This is an optimization exercise on Yosys and OpenROAD, whose aim is small area, a short achievable clock period and few clock cycles per item, not a production implementation.
The RTL was checked by simulation tests, not by an equivalence proof against the original design.
Power is estimated from default activity; no workload was simulated.

## flow/flow/run.sh

```bash
#!/bin/bash
set -euo pipefail
sed 's/SETUP_SLACK_MARGIN=[0-9.]*/SETUP_SLACK_MARGIN=5.5/' standard.sh > standard_margin.sh
grep -q 'SETUP_SLACK_MARGIN=5.5' standard_margin.sh
bash standard_margin.sh > layout.log 2>&1
```

## flow/standard.sh

```bash
#!/bin/bash
# synth_recipe.tcl (not shown) runs the flow's synth.tcl, then flattens the netlist and writes it again
# the make line also repeats each setting of config.mk as NAME=value (left out here)
make -C /OpenROAD-flow-scripts/flow DESIGN_CONFIG=/design/flow/config.mk WORK_HOME=/design/flow/orfs CLKGATE_MAP_FILE= SYNTH_SCRIPT=/design/flow/synth_recipe.tcl "${@:-finish}"
```

## flow/config.mk

```make
export PLATFORM = sky130hd
export DESIGN_NAME = peer_retry_backoff_scheduler_top
export DESIGN_NICKNAME = peer_retry_backoff_scheduler_top
export VERILOG_FILES = /design/flow/design.v
export SDC_FILE = /design/flow/constraint.sdc
export NUM_CORES = 4
export LEC_CHECK = 0
export CAP_MARGIN = 20
export CORE_MARGIN = 2
export CORE_UTILIZATION = 40
export CTS_CLUSTER_DIAMETER = 60
export CTS_CLUSTER_SIZE = 20
export SETUP_SLACK_MARGIN = 5
export SLEW_MARGIN = 20
```

## flow/constraint.sdc

```tcl
create_clock -name core_clock -period 10.0 [get_ports {clk}]
set_input_delay 2.0000 -clock core_clock [delete_from_list [all_inputs] [get_ports {clk}]]
set_output_delay 2.0000 -clock core_clock [all_outputs]
set_load 0.01 [all_outputs]
```

## flow/design.v

```verilog
package prbs_pkg;
  localparam int OPC_W      = 2;
  localparam int MAC_W      = 48;
  localparam int LEN_W      = 10;
  localparam int TIME_W     = 32;
  localparam int RET_W      = 4;
  localparam int BASE_W     = 10;
  localparam int CAP_W      = 16;
  localparam int KIND_W     = 2;
  localparam int ERR_W      = 2;
  localparam int PIDX_W     = 3;
  localparam int SLEN_W     = 8;
  localparam int SHIFT_W    = BASE_W + (1 << RET_W) - 1;
  localparam int IN_DATA_W  = 96;
  localparam int OUT_DATA_W = 64;
  localparam int CFG_IDX_W  = 2;
  localparam int CFG_DATA_W = 16;
  localparam int MAX_RESULTS = 8;
  localparam int EMIT_CNT_W  = $clog2(MAX_RESULTS + 1);
  localparam logic [OPC_W-1:0] OP_SEND     = 2'd0;
  localparam logic [OPC_W-1:0] OP_COMPLETE = 2'd1;
  localparam logic [OPC_W-1:0] OP_TICK     = 2'd2;
  localparam logic [KIND_W-1:0] KIND_TRANSMIT   = 2'd0;
  localparam logic [KIND_W-1:0] KIND_RETRANSMIT = 2'd1;
  localparam logic [KIND_W-1:0] KIND_REJECT     = 2'd2;
  localparam logic [ERR_W-1:0] ERR_NONE = 2'd0;
  localparam logic [ERR_W-1:0] ERR_ZERO = 2'd1;
  localparam logic [ERR_W-1:0] ERR_LONG = 2'd2;
  localparam logic [ERR_W-1:0] ERR_FULL = 2'd3;
  localparam logic [CFG_IDX_W-1:0] CFG_RETRY_LIMIT  = 2'd0;
  localparam logic [CFG_IDX_W-1:0] CFG_BACKOFF_BASE = 2'd1;
  localparam logic [CFG_IDX_W-1:0] CFG_BACKOFF_CAP  = 2'd2;
  localparam logic [RET_W-1:0]  RETRY_LIMIT_RST  = 4'd5;
  localparam logic [BASE_W-1:0] BACKOFF_BASE_RST = 10'd30;
  localparam logic [CAP_W-1:0]  BACKOFF_CAP_RST  = 16'd500;
  typedef struct packed {
    logic [KIND_W-1:0] kind;
    logic [ERR_W-1:0]  error_code;
    logic [PIDX_W-1:0] peer_index;
    logic [MAC_W-1:0]  dest_mac;
    logic [SLEN_W-1:0] send_length;
    logic              last;
  } result_t;
  typedef struct packed {
    logic load;
    logic scan_step;
    logic send_commit;
    logic comp_commit;
    logic tick_step;
    logic flush;
  } dp_cmd_t;
  typedef struct packed {
    logic [OPC_W-1:0] op;
    logic             scan_last;
    logic             tick_emit;
    logic             pend_valid;
    logic             out_free;
    logic             emit_full;
  } dp_status_t;
endpackage
module prbs_ge #(parameter int W = 16) (
  input  logic [W-1:0] a,
  input  logic [W-1:0] b,
  output logic         ge
);
  localparam int L = $clog2(W);
  localparam int P = 1 << L;
  logic [L:0][P-1:0] g;
  logic [L:0][P-1:0] p;
  always_comb begin
    g = '0;
    p = '0;
    for (int i = 0; i < P; i++) begin
      if (i < W) begin
        g[0][i] = a[i] & ~b[i];
        p[0][i] = a[i] | ~b[i];
      end else begin
        g[0][i] = 1'b0;
        p[0][i] = 1'b1;
      end
    end
    for (int l = 1; l <= L; l++) begin
      for (int i = 0; i < (P >> l); i++) begin
        g[l][i] = g[l-1][2*i+1] | (p[l-1][2*i+1] & g[l-1][2*i]);
        p[l][i] = p[l-1][2*i+1] & p[l-1][2*i];
      end
    end
    ge = g[L][0] | p[L][0];
  end
endmodule
module prbs_add #(parameter int W = 16) (
  input  logic [W-1:0] a,
  input  logic [W-1:0] b,
  input  logic         ci,
  output logic [W-1:0] s,
  output logic         co
);
  localparam int L = $clog2(W);
  logic [L:0][W-1:0] g;
  logic [L:0][W-1:0] p;
  always_comb begin
    g[0] = a & b;
    p[0] = a | b;
    g[0][0] = g[0][0] | (p[0][0] & ci);
    for (int l = 1; l <= L; l++) begin
      for (int i = 0; i < W; i++) begin
        if (i >= (1 << (l-1))) begin
          g[l][i] = g[l-1][i] | (p[l-1][i] & g[l-1][i - (1 << (l-1))]);
          p[l][i] = p[l-1][i] & p[l-1][i - (1 << (l-1))];
        end else begin
          g[l][i] = g[l-1][i];
          p[l][i] = p[l-1][i];
        end
      end
    end
    s  = a ^ b ^ {g[L][W-2:0], ci};
    co = g[L][W-1];
  end
endmodule
module prbs_inc #(parameter int W = 16) (
  input  logic [W-1:0] a,
  output logic [W-1:0] s
);
  logic [W-1:0] c;
  always_comb begin
    c[0] = 1'b1;
    for (int i = 1; i < W; i++) c[i] = c[i-1] & a[i-1];
    s = a ^ c;
  end
endmodule
module peer_retry_backoff_scheduler_top (
  input  logic         clk,
  input  logic         rst,
  input  logic         s_tvalid,
  output logic         s_tready,
  input  logic [95:0]  s_tdata,
  input  logic [1:0]   s_tuser,
  output logic         m_tvalid,
  input  logic         m_tready,
  output logic [63:0]  m_tdata,
  output logic [1:0]   m_tuser,
  output logic         m_tlast,
  input  logic         cfg_valid,
  output logic         cfg_ready,
  input  logic [1:0]   cfg_index,
  input  logic [15:0]  cfg_data
);
  localparam int N = 8;
  logic [3:0]  retry_limit;
  logic [9:0]  backoff_base;
  logic [15:0] backoff_cap;
  logic [N-1:0] used, armed;
  logic [47:0]  mac [N];
  logic [7:0]   len [N];
  logic [3:0]   rem [N];
  logic [31:0]  due [N];
  logic         iv;
  logic [1:0]   iop;
  logic [47:0]  imac;
  logic [7:0]   ilen;
  logic         izero, ilong, iok;
  logic [31:0]  inow;
  logic [N-1:0] imatch;    
  logic         iprev;     
  logic         ialloc;    
  logic [N-1:0] drain;
  logic         pv;
  logic [N-1:0] psel;
  logic [3:0]   prem;      
  logic [31:0]  pnow;
  logic         ov;
  logic [1:0]   okind, oerr;
  logic [2:0]   oidx;
  logic [47:0]  omac;
  logic [7:0]   olen;
  logic         olast;
  assign cfg_ready = 1'b1;
  assign m_tvalid  = ov;
  assign m_tdata   = {3'b000, olen, omac, oidx, oerr};
  assign m_tuser   = okind;
  assign m_tlast   = olast;
  wire drain_busy = |drain;
  wire out_free   = !ov || m_tready;
  wire is_send = iv && iop == 2'd0;
  wire is_comp = iv && iop == 2'd1;
  wire is_tick = iv && iop == 2'd2;
  wire run_pre  = !drain_busy && !(is_tick && pv);
  wire need_out = is_send || is_tick;
  wire run      = iv && run_pre && (!need_out || out_free);
  logic rdy_a, rdy_b;
  assign s_tready = rdy_a || (rdy_b && m_tready);
  wire take = s_tready && s_tvalid;
  logic [24:0] base_l;
  wire        pcap = prem > retry_limit;
  wire [24:0] bv   = base_l >> prem;
  logic       cap_ge_bv;
  prbs_ge #(16) u_ovf (.a(backoff_cap), .b(bv[15:0]), .ge(cap_ge_bv));
  wire use_cap = pcap || (|bv[24:16]) || !cap_ge_bv;
  logic [15:0] nd_b, nd_c, pnow_inc;
  logic        nd_bc, nd_cc;
  prbs_add #(16) u_nd_b   (.a(pnow[15:0]), .b(bv[15:0]),    .ci(1'b0), .s(nd_b), .co(nd_bc));
  prbs_add #(16) u_nd_c   (.a(pnow[15:0]), .b(backoff_cap), .ci(1'b0), .s(nd_c), .co(nd_cc));
  prbs_inc #(16) u_nd_inc (.a(pnow[31:16]), .s(pnow_inc));
  wire        nd_carry = use_cap ? nd_cc : nd_bc;
  wire [31:0] new_due  = {nd_carry ? pnow_inc : pnow[31:16], use_cap ? nd_c : nd_b};
  logic [N-1:0] hit, freev, due_ok, remz, ge_due;
  for (genvar i = 0; i < N; i++) begin : g_slot
    prbs_ge #(31) u_due (.a(inow[30:0]), .b(due[i][30:0]), .ge(ge_due[i]));
  end
  always_comb begin
    for (int i = 0; i < N; i++) begin
      hit[i]    = used[i] && ((ialloc && (i == N-1 || !used[(i+1)%N])) ? iprev : imatch[i]);
      freev[i]  = !used[i];
      due_ok[i] = inow[31] ^ due[i][31] ^ ge_due[i];
      remz[i]   = (rem[i] == 4'd0);
    end
  end
  function automatic logic [N-1:0] lowest(input logic [N-1:0] v);
    logic seen;
    seen = 1'b0;
    for (int i = 0; i < N; i++) begin
      lowest[i] = v[i] && !seen;
      seen = seen || v[i];
    end
  endfunction
  function automatic logic [2:0] enc(input logic [N-1:0] v);
    enc = 3'd0;
    for (int i = 0; i < N; i++) if (v[i]) enc = enc | 3'(i);
  endfunction
  wire [N-1:0] free1 = lowest(freev);
  wire any_hit  = |hit;
  wire any_free = |freev;
  wire [N-1:0] wsel = any_hit ? hit : free1;
  wire send_ok  = !izero && !ilong && (any_hit || any_free);
  wire [1:0] send_err = izero ? 2'd1 : ilong ? 2'd2 : (!any_hit && !any_free) ? 2'd3 : 2'd0;
  wire [N-1:0] t_emit   = armed & due_ok & ~remz;
  wire [N-1:0] t_disarm = armed & due_ok & remz;
  wire tick_first = run && is_tick;
  wire [N-1:0] eset  = drain_busy ? drain : t_emit;     
  wire [N-1:0] e1    = lowest(eset);                    
  wire [N-1:0] erest = eset & ~e1;
  wire drain_step = drain_busy && out_free;
  wire emit_now = drain_step || (tick_first && |t_emit);
  wire send_run  = run && is_send;
  wire send_wr   = send_run && send_ok;
  wire comp_run  = run && is_comp && any_hit;
  wire comp_fail = comp_run && !iok;
  wire send_pre = is_send && !drain_busy && send_ok;
  wire [N-1:0] alloc = (send_pre && !any_hit) ? free1 : '0;
  wire [N-1:0] usel = (drain_busy || is_tick) ? e1 : hit;
  wire comp_ctx = !drain_busy && !is_tick;
  logic [3:0] cnext [N];
  logic [3:0] rnext [N];
  logic [3:0] rsel;
  always_comb begin
    rsel = '0;
    for (int i = 0; i < N; i++) begin
      cnext[i] = remz[i] ? retry_limit : rem[i];
      rnext[i] = comp_ctx ? cnext[i] : drain_busy ? rem[i] : rem[i] - 4'd1;
      if (usel[i]) rsel = rsel | rnext[i];
    end
  end
  logic [7:0]  lsel;
  logic [47:0] msel;
  always_comb begin
    lsel = '0;
    msel = '0;
    for (int i = 0; i < N; i++) if (e1[i]) begin
      lsel = lsel | len[i];
      msel = msel | mac[i];
    end
  end
  always_ff @(posedge clk) begin
    if (rst) begin
      retry_limit  <= 4'd5;
      backoff_base <= 10'd30;
      backoff_cap  <= 16'd500;
    end else if (cfg_valid) begin
      case (cfg_index)
        2'd0: retry_limit  <= cfg_data[3:0];
        2'd1: backoff_base <= cfg_data[9:0];
        2'd2: backoff_cap  <= cfg_data[15:0];
        default: ;
      endcase
    end
  end
  always_ff @(posedge clk) base_l <= 25'(backoff_base) << retry_limit;
  logic [N-1:0] smatch;
  always_comb begin
    for (int i = 0; i < N; i++) smatch[i] = (mac[i] == s_tdata[47:0]);
  end
  always_ff @(posedge clk) begin
    if (rst) iv <= 1'b0;
    else if (s_tready) iv <= s_tvalid;
    if (take) begin
      iop    <= s_tuser;
      imac   <= s_tdata[47:0];
      ilen   <= s_tdata[55:48];
      izero  <= (s_tdata[57:48] == 10'd0);
      ilong  <= (s_tdata[57:48] > 10'd250);
      iok    <= s_tdata[58];
      inow   <= s_tdata[90:59];
      imatch <= smatch;
      iprev  <= (imac == s_tdata[47:0]);
      ialloc <= |alloc;
    end
  end
  always_ff @(posedge clk) begin
    for (int i = 0; i < N; i++) begin
      if (rst) begin
        used[i]  <= 1'b0;
        armed[i] <= 1'b0;
      end else begin
        if (send_wr && wsel[i]) begin
          used[i]  <= 1'b1;
          armed[i] <= 1'b0;
        end
        if (comp_run && hit[i]) armed[i] <= !iok;
        if (tick_first && t_disarm[i]) armed[i] <= 1'b0;
      end
      if (alloc[i]) mac[i] <= imac;
      if (send_pre && wsel[i]) len[i] <= ilen;
      if ((send_pre && wsel[i]) || (comp_run && hit[i] && iok)) rem[i] <= 4'd0;
      else if (comp_fail && hit[i]) rem[i] <= cnext[i];
      else if (tick_first && t_emit[i]) rem[i] <= rem[i] - 4'd1;
      if (pv && psel[i]) due[i] <= new_due;
    end
  end
  always_ff @(posedge clk) begin
    if (rst) begin
      drain <= '0;
      pv    <= 1'b0;
    end else begin
      if (tick_first || drain_step) drain <= erest;
      pv <= comp_fail || emit_now;
    end
    psel <= usel;
    prem <= rsel;
    if (run) pnow <= inow;
  end
  wire [N-1:0] drain_n = (tick_first || drain_step) ? erest : drain;
  wire         iv_n    = s_tready ? s_tvalid : iv;
  wire [1:0]   iop_n   = take ? s_tuser : iop;
  wire         pv_n    = comp_fail || emit_now;
  wire         ov_n    = (emit_now || send_run) || (ov && !m_tready);
  wire         pre_n   = !(|drain_n) && !(iop_n == 2'd2 && pv_n);
  always_ff @(posedge clk) begin
    if (rst) begin
      rdy_a <= 1'b1;
      rdy_b <= 1'b0;
    end else begin
      rdy_a <= !iv_n || (pre_n && (!(iop_n == 2'd0 || iop_n == 2'd2) || !ov_n));
      rdy_b <= pre_n;
    end
  end
  always_ff @(posedge clk) begin
    if (rst) ov <= 1'b0;
    else if (emit_now || send_run) ov <= 1'b1;
    else if (m_tready) ov <= 1'b0;
    if (emit_now) begin
      okind <= 2'd1;
      oerr  <= 2'd0;
      oidx  <= enc(e1);
      olen  <= lsel;
      omac  <= msel;
      olast <= drain_busy ? (erest == '0) : ((t_emit & (t_emit - N'(1))) == '0);
    end else if (send_run) begin
      okind <= send_ok ? 2'd0 : 2'd2;
      oerr  <= send_err;
      oidx  <= send_ok ? enc(wsel) : 3'd0;
      omac  <= imac;
      olen  <= send_ok ? ilen : 8'd0;
      olast <= 1'b1;
    end
  end
endmodule
```

==> results.toml <==
[power]
ir_drop_mv = 0.1526
leakage_nw = 20.71
power.density_mw_per_mm2 = 161.7
finalPower_w = 0.009854

[logic_synthesis]
ys_types = 101
synth_edf_count = 897
yosysSeqAreaShare_pct = 57.84
avgSynthCellArea_sq_um = 12.16
yosys.area.top_type = "edfxtp_1"
yosys-top-cells-count = "897 x edfxtp_1, 451 x xor2_1, 294 x nor2_1, 255 x nand2_1, 169 x a21oi_1"
synth_seq_cells = 1031
synth_warnings = 17
yosysMostFrequentCell = "edfxtp_1"
syn-instance-count = 4211
async_flop_share_pct = 0
syn_area_sq_mm = 0.05120
synth.area.top_cells = "edfxtp_1 53%, xor2_1 7.7%, dfxtp_1 5.2%, nor2_1 2.2%, ha_1 2.2%"
yosysTopAreaCellShare_pct = 52.60
synth_flop_cell = "edfxtp_1"

[clocking]
numCtsBuffers = 92
clk_pin_slew_worst_paths_ns = 0.08
cts_tree = "yes"
cts_hold_buf = 0
cts_buffer_depth = 3
clkSinkCount = 1031
cts_max_level = 3
cts-root-buf = "clkbuf_16"
insertion_delay_ns = 0.72

[drt]
drtPass1Iterations = 9
ant_nets = 0
via_count = 38100
routed_wl_um = 183700
wl_per_cell_um = 29.43
first_iter_violations = 4990
vias_per_cell = 6.105
drc = 0

[floorplan]
die_w_um = 361.8
initial_core_util_pct = 40.21
io_pins = 191
die_h_um = 361.8
dieArea_sq_mm = 0.1309
coreArea_sq_mm = 0.1274
num_rows = 131

[finish]
areaGrowthSynthToFinish_pct = 18.99
drive_gt1_share_pct = 15.25
num-fill-cells = 11290
seq_area_sq_mm = 0.02963
nNetsFinal = 4709
multi_input_area_sq_mm = 0.02108

[run_status]
status = "timing/DRC/antenna clean"

[critical_path]
arrival_ns = 5.05
crit_fanout = 8
rr_endpoint = "due[4][19]$_DFFE_PP_"
r2r_slack_ns = 5.39
path_class = "flip-flop to flip-flop"
path_delay_family = "multiplexers"
r2r_cells = 19
path_cells = "buf_12 > buf_4 > mux4_2 > mux2_4 > mux2i_4 > buf_4 > ha_1 > o21bai_4 > a21oi_2 > o21ai_2 > a221oi_2 > o211ai_1 > a311o_1 > a21oi_2 > nor2_1 > nor2_1 > mux2_4 > buf_12 > mux2_4"
cp_slowest_cell = "mux4_2"
max_stage_delay_ns = 0.48
r2r_start = "prem[1]$_DFF_P_"
cp.buffers_inverters = 4
crit_path_end_kind = "flip-flop"
startpoint_type = "flip-flop"
crit_path_frequent_cell = "mux2_4"
cp.required_ns = 10.43

[sta]
fin_crit_sh_pct = 46.11
clock_skew_ns = 0.03038
min_period_ns = 4.611
max_slew.worst_pin.slew_ns = 1.175
max_freq_mhz = 216.9
finalMaxSlewViolations = 0
relSlewSlack_pct = 20.92
tns_ns = 0
setup_viol_count_final = 0
hold_viol_final = 0
rsz0062_at_grt = "true"

[grt]
grt_pass1_vias = 36200
grt_pass1_wl_um = 257000
track_usage_pct = 26.92
antenna_found_initial = 6
grt_start_max_net_pins = 94
grt-ovfl-total = 0

[placement]
hpwl_um = 121200
portBuffers = 181
place.gp.congestion = 0.9974

[flow_run]
cap_violations = 0

[worst_hold_path]
whs_path_depth = 2
hp-class = "flip-flop to flip-flop"
hold_path_end = "backoff_base[0]$_SDFFE_PP0P_"
min-delay-start = "backoff_base[0]$_SDFFE_PP0P_"
## metrics by stage
stage	worst slack (ns)	instance area, sq um	hold WS (ns)	util [%]	cells
floorplan	4.034	51280	0.4206	-	4213
global placement	3.426	54710	0.4723	42.96	5888
detailed placement	3.426	54720	0.4857	42.97	5888
CTS	5.354	60000	0.4972	47.12	6181
global route	5.275	60930	0.5361	47.84	6239
finish	5.389	60930	0.4969	47.84	6240
## placed cells by master, fill, tap and decap left out, types with 105 or more instances in the layout
master	instances
a21oi_1	153
edfxtp_1	897
nand2_1	251
clkbuf_16	105
xor2_1	450
o21ai_0	111
clkdlybuf4s50_1	178
nor2_1	281
buf_4	183
dfxtp_1	130
nor4_1	118
inv_1	149
## power breakdown
| group | leakage (nW) | total, W | switching, W | internal (W) |
|---|---|---|---|---|
| clock | 1.62 | 0.00393 | 0.00188 | 0.00205 |
| sequential | 9.25 | 0.00489 | 0.0000863 | 0.00480 |
| combinational | 9.84 | 0.00104 | 0.000654 | 0.000384 |
| total | 20.7 | 0.00985 | 0.00262 | 0.00723 |
## area by class of cell
type / count / share of cell area, %
Antenna cell: 2 / 0.008214
Clock buffer: 99 / 3.996
Clock inverter: 73 / 1.470
Inverter: 178 / 1.201
Multi-Input combinational cell: 2789 / 34.60
Sequential cell: 1031 / 48.62
Tap cell: 1662 / 3.413
Timing Repair Buffer: 405 / 6.678
Timing Repair inverter: 1 / 0.01232
## worst max-delay path by stage
| stage | cells past startpoint | slack (ns) | end | from |
|---|---|---|---|---|
| after floorplan | 13 | 4.03 | rem[3][1]$_SDFFE_PP0P_ | ialloc$_DFFE_PP_ |
| final | 19 | 5.39 | due[4][19]$_DFFE_PP_ | prem[1]$_DFF_P_ |
| after global routing | 20 | 5.28 | due[4][19]$_DFFE_PP_ | prem[1]$_DFF_P_ |
| after global placement | 13 | 3.43 | omac[4]$_DFFE_PP_ | inow[3]$_DFFE_PP_ |
| after CTS | 20 | 5.35 | due[4][19]$_DFFE_PP_ | prem[1]$_DFF_P_ |
| after detailed placement | 13 | 3.43 | omac[4]$_DFFE_PP_ | inow[0]$_DFFE_PP_ |
## state kept, by name, summed over array words and instances, names as in the netlist, 10 cells and up
name          flops
backoff_base     10
backoff_cap      16
base_l           25
due             256
imac             48
inow             32
len              64
mac             384
omac             48
pnow             32
rem              32
## worst reg2reg max path, stage by stage (launching register included)
cell and delay (ns):
dfxtp_4 0.36, buf_12 0.12, buf_4 0.11, mux4_2 0.48, mux2_4 0.30, mux2i_4 0.22
buf_4 0.16, ha_1 0.20, o21bai_4 0.08, a21oi_2 0.21, o21ai_2 0.10, a221oi_2 0.33
o211ai_1 0.20, a311o_1 0.34, a21oi_2 0.15, nor2_1 0.05, nor2_1 0.09, mux2_4 0.25
buf_12 0.18, mux2_4 0.40
## kinds of logic after synthesis
group / synth area share (%)
other: 0.01467
muxes: 2.668
and+or+nand+nor: 11.00
xor gates and xnor gates: 8.245
buffers and inverters: 3.152
adders and majority gates: 3.590
AOI/OAI and AO/OA: 13.49
DFF: 57.84
## timing repair
item                                    in CTS  in global routing
endpoints found under the hold margin        0                  0
endpoints found under the setup margin     377                321
gates cloned                                12                  8
pin swaps                                   42                 46
buffers inserted                           109                 49
gates resized for setup                    187                 68
## metal layers
layer	global-route usage, %	wire length, um	vias to the layer above
met2	44.74	87530	1964
met4	12.39	10020	4
met3	4.114	14570	398
met5	0	24	-
met1	34.63	71530	19070
li1	-	-	16660
Testbench counts, summed over its fixed seeds: cycles 10,336, items 8,000.

[separate check: timing with driven ports]
How much do the figures lean on ideal ports? The routed layout below was timed once more, with nothing changed but the port constraints.
Step 1, drivers: a clkbuf_16 drives clk and a buf_2 each remaining input, both assumed.
Step 2 moves the port delays by t, midway between the first and last clock arrival at a register: inputs arrive t later, outputs are due t later. That takes back most of the time a late clock gives input paths.
Three values: ideal ports, drivers, drivers and shift; two values: the first two.
t (ns): 0.776
slack for setup (ns): 5.389 / 5.389 / 4.670
hold WS [ns]: 0.497 / 0.497 / 0.497
After both steps setup and hold are still met in this run. For this run, drivers alone change the setup slack by 0.000 ns; drivers and shift together by -0.719 ns.
